Context: an optimization exercise on an open-source flow, tuned for small area, a short achievable clock period and few clock cycles per item. The choices shown serve that exercise and are no tape-out recipe.
The RTL was checked by simulation tests, not by an equivalence proof against the original design.

==> 03-18: inputs <==
// requant_pack
module requant_pack
#(
  parameter int OUT_LANES = requant_pack_pkg::OUT_LANES
) (
  input  logic               clk,
  input  logic               reset,
  input  logic               cfg_we,
  input  logic [31:0]        cfg_multiplier,
  input  logic [5:0]         cfg_shift,
  input  logic [31:0]        cfg_out_offset,
  input  logic [7:0]         cfg_act_min,
  input  logic [7:0]         cfg_act_max,
  input  logic               in_valid,
  output logic               in_ready,
  input  logic [31:0]        in_acc,
  input  logic [31:0]        in_bias,
  input  logic               in_last,
  output logic               out_valid,
  input  logic               out_ready,
  output logic [8*OUT_LANES-1:0] out_data,
  output logic [OUT_LANES-1:0]   out_keep,
  output logic               busy
);
Settings: LEC_CHECK=0, CAP_MARGIN=20, CORE_MARGIN=2, CORE_UTILIZATION=70, SLEW_MARGIN=20, SYNTH_HIERARCHICAL=1; clock period 13.0 ns.
standard.sh (not shown) runs the stock make flow with config.mk's settings and CLKGATE_MAP_FILE= SYNTH_SCRIPT=/design/flow/synth_recipe.tcl, a recipe that flattens the netlist after the stock synthesis.
==> flow/flow/run.sh <==
#!/bin/bash
# Layout flow: the standard ORFS layout (standard.sh) with two changes.
#  1. After the standard synthesis, fixinv.py removes inverters between full adders: a full
#     adder is self-dual, so an adder fed with complemented inputs gives complemented outputs;
#     choosing each adder's polarity lets most inverters go. Registers are not touched and the
#     logic function is unchanged. If the script fails, the standard netlist is kept.
#  2. The timing repair steps aim at a setup slack of SETUP_SLACK_MARGIN (flow/margin.txt) ns
#     at the design's clock period, so gates on the critical paths get sized for a shorter
#     achieved period.
# Each step's full output goes to a log file in the work folder.
set -euo pipefail
MARGIN=$(cat flow/margin.txt)
R=orfs/results/sky130hd/requant_pack/base
bash standard.sh synth > log_synth.txt 2>&1
cp $R/1_2_yosys.v 1_2_yosys_standard.v
if ! python3 flow/fixinv.py 1_2_yosys_standard.v 1_2_yosys_fixinv.v > log_fixinv.txt 2>&1; then
  cp 1_2_yosys_standard.v 1_2_yosys_fixinv.v
fi
cp 1_2_yosys_fixinv.v $R/1_2_yosys.v
bash standard.sh SETUP_SLACK_MARGIN=$MARGIN finish > log_layout.txt 2>&1
Other scripts of this flow, unchanged in this note and not shown: flow/flow/fixinv.py, flow/flow/margin.txt
==> 02-14 (differences from 03-18) <==
--- a/flow/design.v
+++ b/flow/design.v
@@ -137,24 +137,24 @@
 endmodule
 module requant_stage_c (
   input  logic [requant_pack_pkg::CS_BITS-1:0] i_cs,
   input  logic        i_spec,
   input  logic [5:0]  i_e,           
-  input  logic [3:0]  i_eh,          
-  input  logic [3:0]  i_em,          
   input  logic [63:0] i_stickyMask,
   output logic [35:0] o_t,
   output logic        o_rc1,
   output logic        o_rc0
 );
   logic        w_shNeg;
   logic [5:0]  w_e;
   logic [63:0] w_pa, w_pb;
   logic [63:0] w_q;
   logic [96:0] w_l0;
-  logic [47:0] w_l4;           
-  logic [35:0] w_l2;           
+  logic [63:0] w_l5;
+  logic [47:0] w_l4;
+  logic [39:0] w_l3;
+  logic [35:0] w_l2;
   logic        w_sticky, w_ones, w_r, w_ylt0, w_kill, w_ovr;
   assign w_shNeg = i_e[5];
   assign w_e     = i_e;
   requant_mul_lo u_mul (
     .i_cs (i_cs),
@@ -169,19 +169,17 @@
     .s   (w_q),
     .o_c (w_qc)
   );
   assign w_l0 = {{32{w_q[63]}}, w_q, 1'b0};
   always_comb begin
-    for (int j = 0; j < 48; j++)
-      w_l4[j] = (i_eh[0] & w_l0[j])      | (i_eh[1] & w_l0[j + 16]) |
-                (i_eh[2] & w_l0[j + 32]) | (i_eh[3] & w_l0[j + 48]);
-    for (int j = 0; j < 36; j++)
-      w_l2[j] = (i_em[0] & w_l4[j])      | (i_em[1] & w_l4[j + 4]) |
-                (i_em[2] & w_l4[j + 8])  | (i_em[3] & w_l4[j + 12]);
+    for (int j = 0; j < 64; j++) w_l5[j] = w_e[5] ? w_l0[j + 32] : w_l0[j];
+    for (int j = 0; j < 48; j++) w_l4[j] = w_e[4] ? w_l5[j + 16] : w_l5[j];
+    for (int j = 0; j < 40; j++) w_l3[j] = w_e[3] ? w_l4[j + 8]  : w_l4[j];
+    for (int j = 0; j < 36; j++) w_l2[j] = w_e[2] ? w_l3[j + 4]  : w_l3[j];
   end
   assign w_ovr = i_spec && !w_shNeg;
-  assign o_t   = {w_l2[35:32] ^ {4{w_ovr}}, w_l2[31:0] | {32{w_ovr}}};
+  assign o_t   = w_l2 ^ {36{w_ovr}};
   assign w_sticky = |(w_q & i_stickyMask);
   assign w_ones   = &(w_q | ~i_stickyMask);
   assign w_r      = w_q[30];
   assign w_ylt0   = w_q[63] && !((&w_q[63:31]) && w_r);
   assign w_kill   = i_spec && (!w_shNeg || i_e == 6'd63);
@@ -201,38 +199,31 @@
     end
   end
 endmodule
 module requant_stage_d (
   input  logic [35:0] i_t,
-  input  logic [3:0]  i_el,          
+  input  logic [1:0]  i_e,           
   input  logic        i_rc1,
   input  logic        i_rc0,
   input  logic [31:0] i_off,
   input  logic [7:0]  i_min,
   input  logic [7:0]  i_max,
-  input  logic [3:0]  i_selO,        
-  input  logic [31:0] i_othO,        
-  input  logic [3:0]  i_selP,        
-  input  logic [31:0] i_othP,
-  output logic [31:0] o_wordO,
-  output logic [31:0] o_wordP
+  output logic [7:0]  o_res
 );
+  logic [33:0] w_l1;
   logic [32:0] w_y;
   logic [31:0] w_x;
   logic        w_rc;
   logic [31:0] w_w;
   logic [31:0] w_c;          
   logic [31:0] w_p;
   logic        w_zero, w_ones, w_inRange;
-  logic [8:0]  w_nmin, w_nmax;
-  logic [8:0]  w_sLo, w_cLo, w_sHi, w_cHi, w_dLo, w_dHi, w_cdLo, w_cdHi;
   logic        w_ltMin, w_gtMax, w_minGtMax, w_top;
-  logic [7:0]  w_resIn, w_resNeg, w_res;
+  logic [7:0]  w_resIn, w_resNeg;
   always_comb begin
-    for (int j = 0; j < 33; j++)
-      w_y[j] = (i_el[0] & i_t[j])     | (i_el[1] & i_t[j + 1]) |
-               (i_el[2] & i_t[j + 2]) | (i_el[3] & i_t[j + 3]);
+    for (int j = 0; j < 34; j++) w_l1[j] = i_e[1] ? i_t[j + 2]  : i_t[j];
+    for (int j = 0; j < 33; j++) w_y[j]  = i_e[0] ? w_l1[j + 1] : w_l1[j];
   end
   assign w_x  = w_y[32:1];
   assign w_rc = w_y[0] ? i_rc1 : i_rc0;
   requant_skl #(.N(32)) u_add (
     .a   (w_x),
@@ -248,44 +239,18 @@
     for (int i = 8; i < 32; i++) begin
       w_zero = w_zero && (w_p[i] == (w_x[i-1] | i_off[i-1]));
       w_ones = w_ones && (w_p[i] != (w_x[i-1] & i_off[i-1]));
     end
   end
-  assign w_inRange = w_zero || w_ones;
-  assign w_nmin = ~{i_min[7], i_min};
-  assign w_nmax = ~{i_max[7], i_max};
-  assign w_sLo  = w_x[8:0] ^ i_off[8:0] ^ w_nmin;
-  assign w_cLo  = (w_x[8:0] & i_off[8:0]) | (w_x[8:0] & w_nmin) | (i_off[8:0] & w_nmin);
-  assign w_sHi  = w_x[8:0] ^ i_off[8:0] ^ w_nmax;
-  assign w_cHi  = (w_x[8:0] & i_off[8:0]) | (w_x[8:0] & w_nmax) | (i_off[8:0] & w_nmax);
-  requant_skl #(.N(9)) u_lo (
-    .a   (w_sLo),
-    .b   ({w_cLo[7:0], w_rc}),
-    .cin (1'b1),
-    .s   (w_dLo),
-    .o_c (w_cdLo)
-  );
-  requant_skl #(.N(9)) u_hi (
-    .a   (w_sHi),
-    .b   ({w_cHi[7:0], w_rc}),
-    .cin (1'b0),
-    .s   (w_dHi),
-    .o_c (w_cdHi)
-  );
-  assign w_ltMin    = w_dLo[8];
-  assign w_gtMax    = !w_dHi[8];
+  assign w_inRange  = w_zero || w_ones;
+  assign w_ltMin    = $signed(w_w[7:0]) < $signed(i_min);
+  assign w_gtMax    = $signed(w_w[7:0]) > $signed(i_max);
   assign w_minGtMax = $signed(i_min) > $signed(i_max);
   assign w_top      = w_ltMin ? w_minGtMax : w_gtMax;
   assign w_resIn    = w_top ? i_max : (w_ltMin ? i_min : w_w[7:0]);
   assign w_resNeg   = w_minGtMax ? i_max : i_min;
-  assign w_res      = w_inRange ? w_resIn : (w_w[31] ? w_resNeg : i_max);
-  always_comb begin
-    for (int k = 0; k < 4; k++) begin
-      o_wordO[8*k +: 8] = i_selO[k] ? w_res : i_othO[8*k +: 8];
-      o_wordP[8*k +: 8] = i_selP[k] ? w_res : i_othP[8*k +: 8];
-    end
-  end
+  assign o_res      = w_inRange ? w_resIn : (w_w[31] ? w_resNeg : i_max);
 endmodule
 module requant_mul_hi (
   input  logic [31:0] x,
   input  logic [31:0] m,
   output logic [179:0] o_cs
@@ -3527,14 +3492,10 @@
   output logic [OUT_LANES-1:0]   out_keep,
   output logic               busy
 );
   logic [31:0] r_mult;
   logic [5:0]  r_e;           
-  logic [3:0]  r_eh;          
-  logic [3:0]  r_em;          
-  logic [3:0]  r_el;          
-  logic [5:0]  w_cfgE;
   logic [3:0]  r_sp1h;        
   logic [7:0]  r_sp4h;        
   logic [3:0]  r_le1;         
   logic [7:0]  r_lt4;         
   logic [4:0]  w_cfgSp;
@@ -3548,35 +3509,28 @@
   logic        w_deliver;
   assign in_ready  = !((r_inLane == 2'd0) && r_words[1]);
   assign w_accept  = in_valid && in_ready;
   assign busy      = r_busy;
   assign w_cfgSp = cfg_shift[5] ? 5'd0 : cfg_shift[4:0];
-  assign w_cfgE  = 6'd31 - cfg_shift;
   always_ff @(posedge clk) begin
     if (!reset) begin
       r_sp1h  <= 4'b0001;
       r_sp4h  <= 8'b0000_0001;
       r_le1   <= 4'b1111;
       r_lt4   <= 8'b1111_1110;
       r_mult  <= requant_pack_pkg::RST_MULT;
       r_e     <= 6'd31 - requant_pack_pkg::RST_SHIFT;
-      r_eh    <= 4'b0010;         
-      r_em    <= 4'b1000;
-      r_el    <= 4'b1000;
       r_off   <= requant_pack_pkg::RST_OFF;
       r_min   <= requant_pack_pkg::RST_MIN;
       r_max   <= requant_pack_pkg::RST_MAX;
     end else if (cfg_we && !r_busy) begin
       r_sp1h  <= 4'b0001 << w_cfgSp[1:0];
       r_sp4h  <= 8'b0000_0001 << w_cfgSp[4:2];
       r_le1   <= 4'b1111 << w_cfgSp[1:0];
       r_lt4   <= 8'b1111_1110 << w_cfgSp[4:2];
       r_mult  <= cfg_multiplier;
-      r_e     <= w_cfgE;
-      r_eh    <= 4'b0001 << w_cfgE[5:4];
-      r_em    <= 4'b0001 << w_cfgE[3:2];
-      r_el    <= 4'b0001 << w_cfgE[1:0];
+      r_e     <= 6'd31 - cfg_shift;
       r_off   <= cfg_out_offset;
       r_min   <= cfg_act_min;
       r_max   <= cfg_act_max;
     end
   end
@@ -3602,10 +3556,11 @@
   logic [31:0]     w_keepLow, w_signSel;
   logic [CSB-1:0]  w_cs, r_cs;
   logic            w_spec, r_specB;
   logic [35:0]     w_t, r_t;
   logic            w_rc1, r_rc1, w_rc0, r_rc0;
+  logic [7:0]      w_res;
   logic            r_vA, r_lA, r_vB, r_lB;
   requant_decode u_dec (
     .i_e          (r_e),
     .o_stickyMask (w_stickyMask)
   );
@@ -3636,33 +3591,24 @@
   );
   requant_stage_c u_c (
     .i_cs         (r_cs),
     .i_spec       (r_specB),
     .i_e          (r_e),
-    .i_eh         (r_eh),
-    .i_em         (r_em),
     .i_stickyMask (w_stickyMask),
     .o_t          (w_t),
     .o_rc1        (w_rc1),
     .o_rc0        (w_rc0)
   );
-  logic [3:0]  w_selO, w_selP;
-  logic [31:0] w_othO, w_othP, w_wordO, w_wordP;
   requant_stage_d u_d (
     .i_t     (r_t),
-    .i_el    (r_el),
+    .i_e     (r_e[1:0]),
     .i_rc1   (r_rc1),
     .i_rc0   (r_rc0),
-    .i_off   (r_off),
-    .i_min   (r_min),
-    .i_max   (r_max),
-    .i_selO  (w_selO),
-    .i_othO  (w_othO),
-    .i_selP  (w_selP),
-    .i_othP  (w_othP),
-    .o_wordO (w_wordO),
-    .o_wordP (w_wordP)
+    .i_off (r_off),
+    .i_min (r_min),
+    .i_max (r_max),
+    .o_res (w_res)
   );
   always_ff @(posedge clk) begin
     r_s     <= w_s;
     r_sign  <= w_sign;
     r_cs    <= w_cs;
@@ -3687,21 +3633,27 @@
   logic [31:0] r_o;
   logic [3:0]  r_oKeep;
   logic        r_oValid;
   logic        w_oFree;
   logic        w_close;
+  logic [31:0] w_word;
   logic [3:0]  w_keep;
   assign w_deliver = r_oValid && out_ready;
   assign w_oFree   = !r_oValid || out_ready;
   assign w_close   = r_lC || (r_outLane == 2'd3);
   always_comb begin
     for (int k = 0; k < 4; k++) begin
-      w_keep[k]          = (k <= int'(r_outLane));
-      w_selP[k]          = (k == int'(r_outLane));
-      w_othP[8*k +: 8]   = (k < int'(r_outLane)) ? r_p[8*k +: 8] : 8'd0;
-      w_selO[k]          = !r_pFull && (k == int'(r_outLane));
-      w_othO[8*k +: 8]   = (r_pFull || k < int'(r_outLane)) ? r_p[8*k +: 8] : 8'd0;
+      if (k < int'(r_outLane)) begin
+        w_word[8*k +: 8] = r_p[8*k +: 8];
+        w_keep[k]        = 1'b1;
+      end else if (k == int'(r_outLane)) begin
+        w_word[8*k +: 8] = w_res;
+        w_keep[k]        = 1'b1;
+      end else begin
+        w_word[8*k +: 8] = 8'd0;
+        w_keep[k]        = 1'b0;
+      end
     end
   end
   always_ff @(posedge clk) begin
     if (!reset) begin
       r_outLane <= 2'd0;
@@ -3719,16 +3671,21 @@
         else         r_pFull  <= 1'b1;
       end else if (out_ready) begin
         r_oValid <= 1'b0;
       end
     end
-    if (r_pFull ? w_oFree : (r_vC && w_close && w_oFree)) begin
-      r_o     <= w_wordO;
-      r_oKeep <= r_pFull ? r_pKeep : w_keep;
+    if (r_pFull) begin
+      if (w_oFree) begin
+        r_o     <= r_p;
+        r_oKeep <= r_pKeep;
+      end
+    end else if (r_vC && w_close && w_oFree) begin
+      r_o     <= w_word;
+      r_oKeep <= w_keep;
     end
     if (r_vC && !(w_close && w_oFree && !r_pFull)) begin
-      r_p     <= w_wordP;
+      r_p     <= w_word;
       r_pKeep <= w_keep;
     end
   end
   assign out_valid = r_oValid;
   assign out_data  = r_o;
==> notes <==
- In 03-18 the fmax is larger than in 02-14, by about 2.4%.
- Of 02-14 and 03-18, 03-18 has the higher register-to-register slack (gap 110 ps).
- 03-18 completed with no timing, DRC or antenna violations. 02-14 finished clean.
Testbench counts of 03-18, summed over its fixed seeds: cycles 8,418, items 8,178.
Testbench counts of 02-14, summed over its fixed seeds: cycles 8,418, items 8,178.

-- static timing again, ports no longer ideal --
In the flow no input, the clock included, has a driving cell. The finished layouts below were timed again as built, in two steps.
Step 1, drivers: a clkbuf_16 drives clk and a buf_2 each remaining input, both assumed.
Step 2 adds t to the input delays and takes it off the output delays; t is the mean of the earliest and latest rising clock arrival at the registers after step 1. Input paths then give back, and output paths get back, about the clock's delay inside the block.
a / b / c = no drivers / after step 1 / after step 2; a / b = the first two.
| run | shift t [ns] | setup WS [ns] | worst slew at a driven data input, ns | cell pins on the clock port's net |
|---|---|---|---|---|
| 03-18 | 0.718 | 8.259 / 8.259 / 7.847 | 0.05 | 1 |
| 02-14 | 0.698 | 8.147 / 8.147 / 7.881 | 0.11 | 1 |
After both steps setup and hold are still met in every run listed. For 03-18, which loses most, drivers alone change the setup slack by 0.000 ns; drivers and shift together by -0.412 ns.
